Source: an optimization exercise on an open RTL-to-GDS flow (aim: a short achievable clock period and few clock cycles). Production flows keep margins and buffers that such runs may drop.

==> run H <==
==> flow/design.v <==
`timescale 1ns/1ps
package cqt_state_pkg;
    typedef enum logic [2:0] {
        IDLE        = 3'd0,   
        CALC        = 3'd1,   
        SPLIT_FLAG  = 3'd2,   
        FORCE_SPLIT = 3'd3,   
        LEAF_CU     = 3'd4,   
        NEXT        = 3'd5,   
        ENDING      = 3'd6    
    } cqt_state_t;
endpackage
`timescale 1ns/1ps
package cqt_syntax_pkg;
    typedef logic [1:0] cqt_depth_t;
    typedef enum logic [1:0] {
        CTX_NONE = 2'd0,
        CTX_ONE  = 2'd1,
        CTX_BOTH = 2'd2
    } split_ctx_t;
endpackage
`timescale 1ns/1ps
module cqt_walker (
    input  logic       cqt_start,
    input  logic       bin,
    input  logic       bin_vld,
    input  logic       cu_done,
    input  logic       qreq,       
    input  logic       qcu,        
    input  logic       qdone,      
    input  logic       b1req,      
    input  logic       b1cu,       
    input  logic       b0cu,       
    input  logic       e_req,      
    input  logic       e_cu,
    input  logic       e_done,
    input  logic [2:0] sz_n,       
    output logic       dec_run,
    output logic       ctx_addr_vld,
    output logic       cu_start,
    output logic [2:0] cu_log2_size,
    output logic       cqt_done
);
assign dec_run      = (cqt_start & qreq) | (cu_done & qreq) | (bin_vld & bin & b1req) | e_req;
assign ctx_addr_vld = (cqt_start & qreq) | (cu_done & qreq) | (bin_vld & bin & b1req) | e_req;
assign cu_start     = (cu_done & qcu) | (bin_vld & ~bin & b0cu) | (bin_vld & bin & b1cu) | e_cu;
assign cqt_done     = (cu_done & qdone) | e_done;
assign cu_log2_size = (bin & b1cu) ? 3'd3 : sz_n;
endmodule
`timescale 1ns/1ps
module cqt_decoder (
    input  logic        clk,
    input  logic        rst_n,
    input  logic        cqt_start,
    input  logic [5:0]  ctb_x,
    input  logic [4:0]  ctb_y,
    input  logic [11:0] pic_width,
    input  logic [10:0] pic_height,
    input  logic        bin,
    input  logic        bin_vld,
    input  logic        cu_done,
    output logic        dec_run,
    output logic        ctx_addr_vld,
    output logic [9:0]  ctx_addr,
    output logic        cu_start,
    output logic [11:0] cu_x,
    output logic [10:0] cu_y,
    output logic [2:0]  cu_log2_size,
    output logic        cqt_done
);
localparam logic [2:0] M_IDLE  = 3'd0;   
localparam logic [2:0] M_PRE   = 3'd1;   
localparam logic [2:0] M_FWBIN = 3'd2;   
localparam logic [2:0] M_FWCU  = 3'd3;   
localparam logic [2:0] M_SCALC = 3'd4;   
localparam logic [2:0] M_SWBIN = 3'd5;   
localparam logic [2:0] M_SWCU  = 3'd6;   
localparam logic [2:0] M_SNEXT = 3'd7;   
function automatic logic [2:0] ctxv(input logic cl, input logic ca);
    ctxv = (cl & ca) ? 3'd4 : ((cl | ca) ? 3'd3 : 3'd2);
endfunction
logic [2:0]  mode;
logic [1:0]  d, i1, i2, i3;       
logic [1:0]  nl, na;              
logic [2:0]  ctx_r;
logic        qreq, qcu, qdone;    
logic        b1req, b1cu, b0cu;   
logic        e_req, e_cu, e_done; 
logic        newpic;
logic [1:0]  left_d  [8];
logic [1:0]  above_d [8];
logic [15:0] above_buf [64];     
logic        wr_pend;
logic [15:0] wr_data;
logic [5:0]  cx;
logic [4:0]  cy;
logic        cx_nz, cy_nz;
logic [5:0]  r_wf, r_colsm1;
logic [2:0]  r_wl, r_hl;
logic [4:0]  r_hf, r_rowsm1;
logic [63:0] r_lastsel;           
logic        r_nnew, r_nfull, r_nsame, r_ncx_nz, r_ncy_nz;
wire trig = cqt_start | cu_done;
wire [2:0] sz_n = 3'd6 - {1'b0, d};
cqt_walker i_pulse (
    .cqt_start, .bin, .bin_vld, .cu_done,
    .qreq, .qcu, .qdone, .b1req, .b1cu, .b0cu, .e_req, .e_cu, .e_done,
    .sz_n,
    .dec_run, .ctx_addr_vld, .cu_start, .cu_log2_size, .cqt_done
);
assign ctx_addr     = {7'd0, ctx_r};
wire [2:0] col_n = {i1[0], i2[0], i3[0]};
wire [2:0] row_n = {i1[1], i2[1], i3[1]};
assign cu_x = {cx, col_n, 3'b000};
assign cu_y = {cy, row_n, 3'b000};
wire [1:0] i1n = i1 + 2'd1;
wire [1:0] i2n = i2 + 2'd1;
wire [1:0] i3n = i3 + 2'd1;
wire sel3   = (d == 2'd3) & (i3 != 2'd3);
wire sel2   = ~sel3 & d[1] & (i2 != 2'd3);
wire sel1   = ~sel3 & ~sel2 & (d != 2'd0) & (i1 != 2'd3);
wire s_done = ~sel3 & ~sel2 & ~sel1;
wire [1:0] s_k  = sel3 ? 2'd3 : (sel2 ? 2'd2 : 2'd1);
wire [1:0] s_i1 = sel1 ? i1n : i1;
wire [1:0] s_i2 = sel2 ? i2n : (sel1 ? 2'd0 : i2);
wire [1:0] s_i3 = sel3 ? i3n : 2'd0;
wire [2:0] row2 = {i1[1], i2n[1], 1'b0};
wire [2:0] col2 = {i1[0], i2n[0], 1'b0};
wire byp2 = (d == 2'd2) & ~i2[0];
wire cl2  = ~byp2 & ((|col2) | cx_nz) & (left_d[row2] == 2'd3);
wire ca2  = ((|row2) | cy_nz) & (above_d[col2] == 2'd3);
wire byp1 = (d == 2'd1) & ~i1[0];
wire [1:0] s_nl = (byp1 | ~(i1n[0] | cx_nz)) ? 2'd0 : (i1n[1] ? left_d[4] : left_d[0]);
wire [1:0] s_na = ~(i1n[1] | cy_nz) ? 2'd0 : (i1n[0] ? above_d[4] : above_d[0]);
wire [2:0] s_ctx = sel2 ? ctxv(cl2, ca2) : ctxv(s_nl[1], s_na[1]);
wire [3:0] wu = (cx == r_wf) ? {1'b0, r_wl} : 4'd8;    
wire [3:0] hu = (cy == r_hf) ? {1'b0, r_hl} : 4'd8;
wire [3:0] span_n = 4'd8 >> d;
wire outside_n = ({1'b0, col_n} >= wu) || ({1'b0, row_n} >= hu);
wire cross_n   = ({1'b0, col_n} + span_n > wu) || ({1'b0, row_n} + span_n > hu);
wire [1:0] n_nl = !((|col_n) || cx_nz) ? 2'd0 : left_d[row_n];
wire [1:0] n_na = !((|row_n) || cy_nz) ? 2'd0 : above_d[col_n];
logic [1:0] idx_n;
always_comb begin
    case (d)
        2'd1:    idx_n = i1;
        2'd2:    idx_n = i2;
        2'd3:    idx_n = i3;
        default: idx_n = 2'd0;
    endcase
end
wire [15:0] above_rd = above_buf[1];
logic [1:0] above_next [8];
always_comb
    for (int c = 0; c < 8; c++)
        above_next[c] = r_nsame ? above_d[c] : above_rd[2*c +: 2];
wire [1:0] root_nl = r_ncx_nz ? left_d[0] : 2'd0;
wire [1:0] root_na = r_ncy_nz ? above_next[0] : 2'd0;
wire full_now = (ctb_x < pic_width[11:6]) && (ctb_y < pic_height[10:6]);
wire ev_bin0   = (mode == M_FWBIN) & bin_vld & ~bin;
wire ev_bin1   = (mode == M_FWBIN) & bin_vld & bin;
wire ev_fcu    = (mode == M_FWCU) & cu_done & qcu;
wire ev_fdone  = (mode == M_FWCU) & cu_done & qdone;
wire ev_sdone  = (mode == M_SNEXT) & (d == 2'd0);
wire ev_done   = ev_fdone | ev_sdone;
wire s_cu_calc = (mode == M_SCALC) & ~outside_n & (d == 2'd3);
wire s_cu_bin  = (mode == M_SWBIN) & bin_vld & ~bin;
wire       wr_en = ev_bin0 | (ev_bin1 & (d == 2'd2)) | ev_fcu | s_cu_calc | s_cu_bin;
wire       wr_8  = (mode == M_FWBIN) & bin;
wire [1:0] wr_v  = wr_8 ? 2'd3 : d;
wire [2:0] mask_d = {d != 2'd0, d[1], d == 2'd3};
logic [7:0] hit_row, hit_col;
always_comb
    for (int u = 0; u < 8; u++) begin
        hit_row[u] = wr_8 ? (3'(u) == row_n) : (((3'(u) ^ row_n) & mask_d) == 3'd0);
        hit_col[u] = wr_8 ? (3'(u) == col_n) : (((3'(u) ^ col_n) & mask_d) == 3'd0);
    end
always_ff @(posedge clk) begin
    for (int u = 0; u < 8; u++) begin
        if (wr_en && hit_row[u]) left_d[u] <= wr_v;
        if (rst_n && ev_done) above_d[u] <= above_next[u];
        else if (wr_en && hit_col[u]) above_d[u] <= wr_v;
    end
    if (wr_pend)
        for (int k = 0; k < 64; k++)
            above_buf[k] <= r_lastsel[k] ? wr_data : above_buf[(k + 1) % 64];
end
always_ff @(posedge clk) begin
    if (cqt_start) begin
        cx    <= ctb_x;
        cy    <= ctb_y;
        cx_nz <= |ctb_x;
        cy_nz <= |ctb_y;
    end
    r_wf     <= pic_width[11:6];
    r_wl     <= pic_width[5:3];
    r_hf     <= pic_height[10:6];
    r_hl     <= pic_height[5:3];
    r_colsm1 <= pic_width[11:6] - 6'(pic_width[5:0] == 6'd0);
    r_rowsm1 <= pic_height[10:6] - 5'(pic_height[5:0] == 6'd0);
    for (int k = 0; k < 64; k++) r_lastsel[k] <= (r_colsm1 == 6'(k));
end
logic       lastcol, lastrow;
logic [5:0] ncx;
logic [4:0] ncy;
always_comb begin
    lastcol = (cx >= r_colsm1);
    lastrow = (cy >= r_rowsm1);
    ncx = lastcol ? 6'd0 : cx + 6'd1;
    ncy = lastcol ? (lastrow ? 5'd0 : cy + 5'd1) : cy;
end
always_ff @(posedge clk) begin
    r_nnew   <= lastcol & lastrow;
    r_nfull  <= (ncx < r_wf) && (ncy < r_hf);
    r_nsame  <= (r_colsm1 == 6'd0);
    r_ncx_nz <= |ncx;
    r_ncy_nz <= |ncy;
end
always_ff @(posedge clk) begin
    e_req   <= 1'b0;
    e_cu    <= 1'b0;
    e_done  <= 1'b0;
    wr_pend <= 1'b0;
    if (!rst_n) begin
        mode   <= M_IDLE;
        d      <= 2'd0;
        i1     <= 2'd0;
        i2     <= 2'd0;
        i3     <= 2'd0;
        nl     <= 2'd0;
        na     <= 2'd0;
        ctx_r  <= 3'd2;
        qreq   <= 1'b0;
        qcu    <= 1'b0;
        qdone  <= 1'b0;
        b1req  <= 1'b0;
        b1cu   <= 1'b0;
        b0cu   <= 1'b0;
        newpic <= 1'b1;
    end else begin
        if ((trig & qreq) | ((mode == M_PRE) & e_req)) begin
            mode  <= M_FWBIN;
            ctx_r <= ctxv({1'b0, nl} > {1'b0, d} + 3'd1, {1'b0, na} > {1'b0, d} + 3'd1);
            b1req <= (d < 2'd2);
            b1cu  <= (d == 2'd2);
            b0cu  <= 1'b1;
            qreq  <= 1'b0;
            qcu   <= 1'b0;
            qdone <= 1'b0;
        end else if (ev_bin0 | ev_fcu) begin
            mode  <= M_FWCU;
            d     <= s_k;
            i1    <= s_i1;
            i2    <= s_i2;
            i3    <= s_i3;
            nl    <= s_nl;
            na    <= s_na;
            ctx_r <= s_ctx;
            qreq  <= ~s_done & (s_k != 2'd3);
            qcu   <= ~s_done & (s_k == 2'd3);
            qdone <= s_done;
            b1req <= 1'b0;
            b1cu  <= 1'b0;
            b0cu  <= 1'b0;
        end else if (ev_bin1) begin
            if (d != 2'd2) begin
                d     <= d + 2'd1;
                ctx_r <= ctxv({1'b0, nl} > {1'b0, d} + 3'd2, {1'b0, na} > {1'b0, d} + 3'd2);
                b1req <= (d == 2'd0);
                b1cu  <= (d == 2'd1);
            end else begin
                mode  <= M_FWCU;
                d     <= 2'd3;
                i3    <= 2'd1;
                qcu   <= 1'b1;
                b1req <= 1'b0;
                b1cu  <= 1'b0;
                b0cu  <= 1'b0;
            end
        end else if (ev_done) begin
            mode   <= M_IDLE;
            d      <= 2'd0;
            i1     <= 2'd0;
            i2     <= 2'd0;
            i3     <= 2'd0;
            nl     <= root_nl;
            na     <= root_na;
            ctx_r  <= ctxv(root_nl != 2'd0, root_na != 2'd0);
            qreq   <= ~r_nnew & r_nfull;
            qcu    <= 1'b0;
            qdone  <= 1'b0;
            newpic <= r_nnew;
            e_done <= ev_sdone;
            wr_pend <= 1'b1;
            for (int c = 0; c < 8; c++) wr_data[2*c +: 2] <= above_d[c];
        end else begin
            case (mode)
                M_IDLE: begin
                    if (cqt_start) begin
                        mode  <= M_PRE;
                        e_req <= full_now;
                    end
                end
                M_PRE: mode <= M_SCALC;
                M_SCALC: begin
                    if (outside_n) begin
                        mode <= M_SNEXT;
                    end else if (d == 2'd3) begin
                        mode <= M_SWCU;
                        e_cu <= 1'b1;
                    end else if (cross_n) begin
                        d <= d + 2'd1;
                    end else begin
                        mode  <= M_SWBIN;
                        e_req <= 1'b1;
                        ctx_r <= ctxv(n_nl > d, n_na > d);
                    end
                end
                M_SWBIN: begin
                    if (bin_vld) begin
                        if (bin) begin
                            mode <= M_SCALC;
                            d    <= d + 2'd1;
                        end else begin
                            mode <= M_SWCU;
                            e_cu <= 1'b1;
                        end
                    end
                end
                M_SWCU: begin
                    if (cu_done) mode <= M_SNEXT;
                end
                M_SNEXT: begin
                    case (d)
                        2'd1:    i1 <= i1 + 2'd1;
                        2'd2:    i2 <= i2 + 2'd1;
                        default: i3 <= i3 + 2'd1;
                    endcase
                    if (idx_n == 2'd3) d <= d - 2'd1;
                    else               mode <= M_SCALC;
                end
                default: ;   
            endcase
        end
    end
end
endmodule
==> flow/run.sh <==
#!/bin/bash
# synth_recipe.tcl (not shown) runs the flow's synth.tcl, then flattens the netlist and writes it again
# the make line also repeats each setting of config.mk as NAME=value (left out here)
make -C /OpenROAD-flow-scripts/flow DESIGN_CONFIG=/design/flow/config.mk WORK_HOME=/design/flow/orfs CLKGATE_MAP_FILE= SYNTH_SCRIPT=/design/flow/synth_recipe.tcl finish
==> flow/config.mk <==
export PLATFORM = sky130hd
export DESIGN_NAME = cqt_decoder
export DESIGN_NICKNAME = cqt_decoder
export VERILOG_FILES = /design/flow/design.v
export SDC_FILE = /design/flow/constraint.sdc
export NUM_CORES = 4
export LEC_CHECK = 0
export ABC_CLOCK_PERIOD_IN_PS = 2500
export CAP_MARGIN = 20
export CORE_MARGIN = 2
export CORE_UTILIZATION = 40
export SETUP_SLACK_MARGIN = 4.0
export SLEW_MARGIN = 20
export SYNTH_HIERARCHICAL = 1
export SYNTH_MINIMUM_KEEP_SIZE = 0
export TNS_END_PERCENT = 100
==> flow/constraint.sdc <==
create_clock -name core_clock -period 6.0 [get_ports {clk}]
set_input_delay 1.2000 -clock core_clock [delete_from_list [all_inputs] [get_ports {clk}]]
set_output_delay 1.2000 -clock core_clock [all_outputs]
set_load 0.01 [all_outputs]
==> run C: changes against run H <==
--- a/flow/design.v
+++ b/flow/design.v
@@ -20,34 +20,6 @@
     } split_ctx_t;
 endpackage
 `timescale 1ns/1ps
-module cqt_walker (
-    input  logic       cqt_start,
-    input  logic       bin,
-    input  logic       bin_vld,
-    input  logic       cu_done,
-    input  logic       qreq,       
-    input  logic       qcu,        
-    input  logic       qdone,      
-    input  logic       b1req,      
-    input  logic       b1cu,       
-    input  logic       b0cu,       
-    input  logic       e_req,      
-    input  logic       e_cu,
-    input  logic       e_done,
-    input  logic [2:0] sz_n,       
-    output logic       dec_run,
-    output logic       ctx_addr_vld,
-    output logic       cu_start,
-    output logic [2:0] cu_log2_size,
-    output logic       cqt_done
-);
-assign dec_run      = (cqt_start & qreq) | (cu_done & qreq) | (bin_vld & bin & b1req) | e_req;
-assign ctx_addr_vld = (cqt_start & qreq) | (cu_done & qreq) | (bin_vld & bin & b1req) | e_req;
-assign cu_start     = (cu_done & qcu) | (bin_vld & ~bin & b0cu) | (bin_vld & bin & b1cu) | e_cu;
-assign cqt_done     = (cu_done & qdone) | e_done;
-assign cu_log2_size = (bin & b1cu) ? 3'd3 : sz_n;
-endmodule
-`timescale 1ns/1ps
 module cqt_decoder (
     input  logic        clk,
     input  logic        rst_n,
@@ -98,21 +70,19 @@
 logic [5:0]  r_wf, r_colsm1;
 logic [2:0]  r_wl, r_hl;
 logic [4:0]  r_hf, r_rowsm1;
-logic [63:0] r_lastsel;           
 logic        r_nnew, r_nfull, r_nsame, r_ncx_nz, r_ncy_nz;
 wire trig = cqt_start | cu_done;
-wire [2:0] sz_n = 3'd6 - {1'b0, d};
-cqt_walker i_pulse (
-    .cqt_start, .bin, .bin_vld, .cu_done,
-    .qreq, .qcu, .qdone, .b1req, .b1cu, .b0cu, .e_req, .e_cu, .e_done,
-    .sz_n,
-    .dec_run, .ctx_addr_vld, .cu_start, .cu_log2_size, .cqt_done
-);
+assign dec_run      = (trig & qreq) | (bin_vld & bin & b1req) | e_req;
+assign ctx_addr_vld = (trig & qreq) | (bin_vld & bin & b1req) | e_req;
+assign cu_start     = (cu_done & qcu) | (bin_vld & ~bin & b0cu) | (bin_vld & bin & b1cu) | e_cu;
+assign cqt_done     = (cu_done & qdone) | e_done;
 assign ctx_addr     = {7'd0, ctx_r};
 wire [2:0] col_n = {i1[0], i2[0], i3[0]};
 wire [2:0] row_n = {i1[1], i2[1], i3[1]};
+wire [2:0] sz_n  = 3'd6 - {1'b0, d};
 assign cu_x = {cx, col_n, 3'b000};
 assign cu_y = {cy, row_n, 3'b000};
+assign cu_log2_size = (bin & b1cu) ? 3'd3 : sz_n;
 wire [1:0] i1n = i1 + 2'd1;
 wire [1:0] i2n = i2 + 2'd1;
 wire [1:0] i3n = i3 + 2'd1;
@@ -183,7 +153,7 @@
     end
     if (wr_pend)
         for (int k = 0; k < 64; k++)
-            above_buf[k] <= r_lastsel[k] ? wr_data : above_buf[(k + 1) % 64];
+            above_buf[k] <= (6'(k) == r_colsm1) ? wr_data : above_buf[(k + 1) % 64];
 end
 always_ff @(posedge clk) begin
     if (cqt_start) begin
@@ -198,7 +168,6 @@
     r_hl     <= pic_height[5:3];
     r_colsm1 <= pic_width[11:6] - 6'(pic_width[5:0] == 6'd0);
     r_rowsm1 <= pic_height[10:6] - 5'(pic_height[5:0] == 6'd0);
-    for (int k = 0; k < 64; k++) r_lastsel[k] <= (r_colsm1 == 6'(k));
 end
 logic       lastcol, lastrow;
 logic [5:0] ncx;
--- a/flow/config.mk
+++ b/flow/config.mk
@@ -11,6 +11,4 @@
 export CORE_UTILIZATION = 40
 export SETUP_SLACK_MARGIN = 4.0
 export SLEW_MARGIN = 20
-export SYNTH_HIERARCHICAL = 1
-export SYNTH_MINIMUM_KEEP_SIZE = 0
 export TNS_END_PERCENT = 100
==> comparison table <==
item	run C	run H
Clock buffers	164	167
Multi-input combinational area share	29.8%	28.1%
Post-Synth Adder-Cell Area	2.20%	2.14%
Post-CTS setup buffer count	174	109
Critical path buffer and inverter count	2	4
Post-synthesis sequential area ratio	65.8%	66.4%
Worst flop-to-flop path startpoint	cx[1]	d[1]
Critical Setup Path Class	primary input to primary output	flip-flop to flip-flop
Simple-gate share of the synthesized area	3.26%	3.17%
Fraction of layout instances using a drive strength above 1	50.4%	45.8%
Result of the run	complete, no violations	complete, no violations
Repair and plain buffers	346	238
Sink count of the clock tree	1146	1209
Proportion of netlist area held by the largest area contributor	63.5%	61.7%
Number of gates on the worst path with buffers counted	5	15
Max Freq	329 MHz	310 MHz
Function was not checked in any run of this note: the RTL went through the layout flow alone.

-- port drivers added, routing unchanged --
How much do the figures lean on ideal ports? The routed layouts below were timed once more, with nothing changed but the port constraints.
Step 1 assumes that a clkbuf_16 drives the clock port and a buf_2 every other input.
Step 2 moves the port delays by t, midway between the first and last clock arrival at a register: inputs arrive t later, outputs are due t later. That takes back most of the time a late clock gives input paths.
Slacks: ideal ports / drivers / drivers and shift; pairs: ideal ports / drivers.
| run | t (ns) | setup WS [ns] | hold WS [ns] | slew at the worst register clock pin (ns) |
|---|---|---|---|---|
| run H | 0.791 | 2.775 / 2.741 / 2.741 | 0.464 / 0.464 / 0.464 | 0.06 / 0.06 |
| run C | 0.795 | 2.958 / 2.909 / 2.653 | 0.448 / 0.448 / 0.448 | 0.06 / 0.06 |
After both steps every run listed still meets setup and hold. The setup slack of run C, which loses most, moves by -0.049 ns with the drivers and by -0.305 ns with both steps.
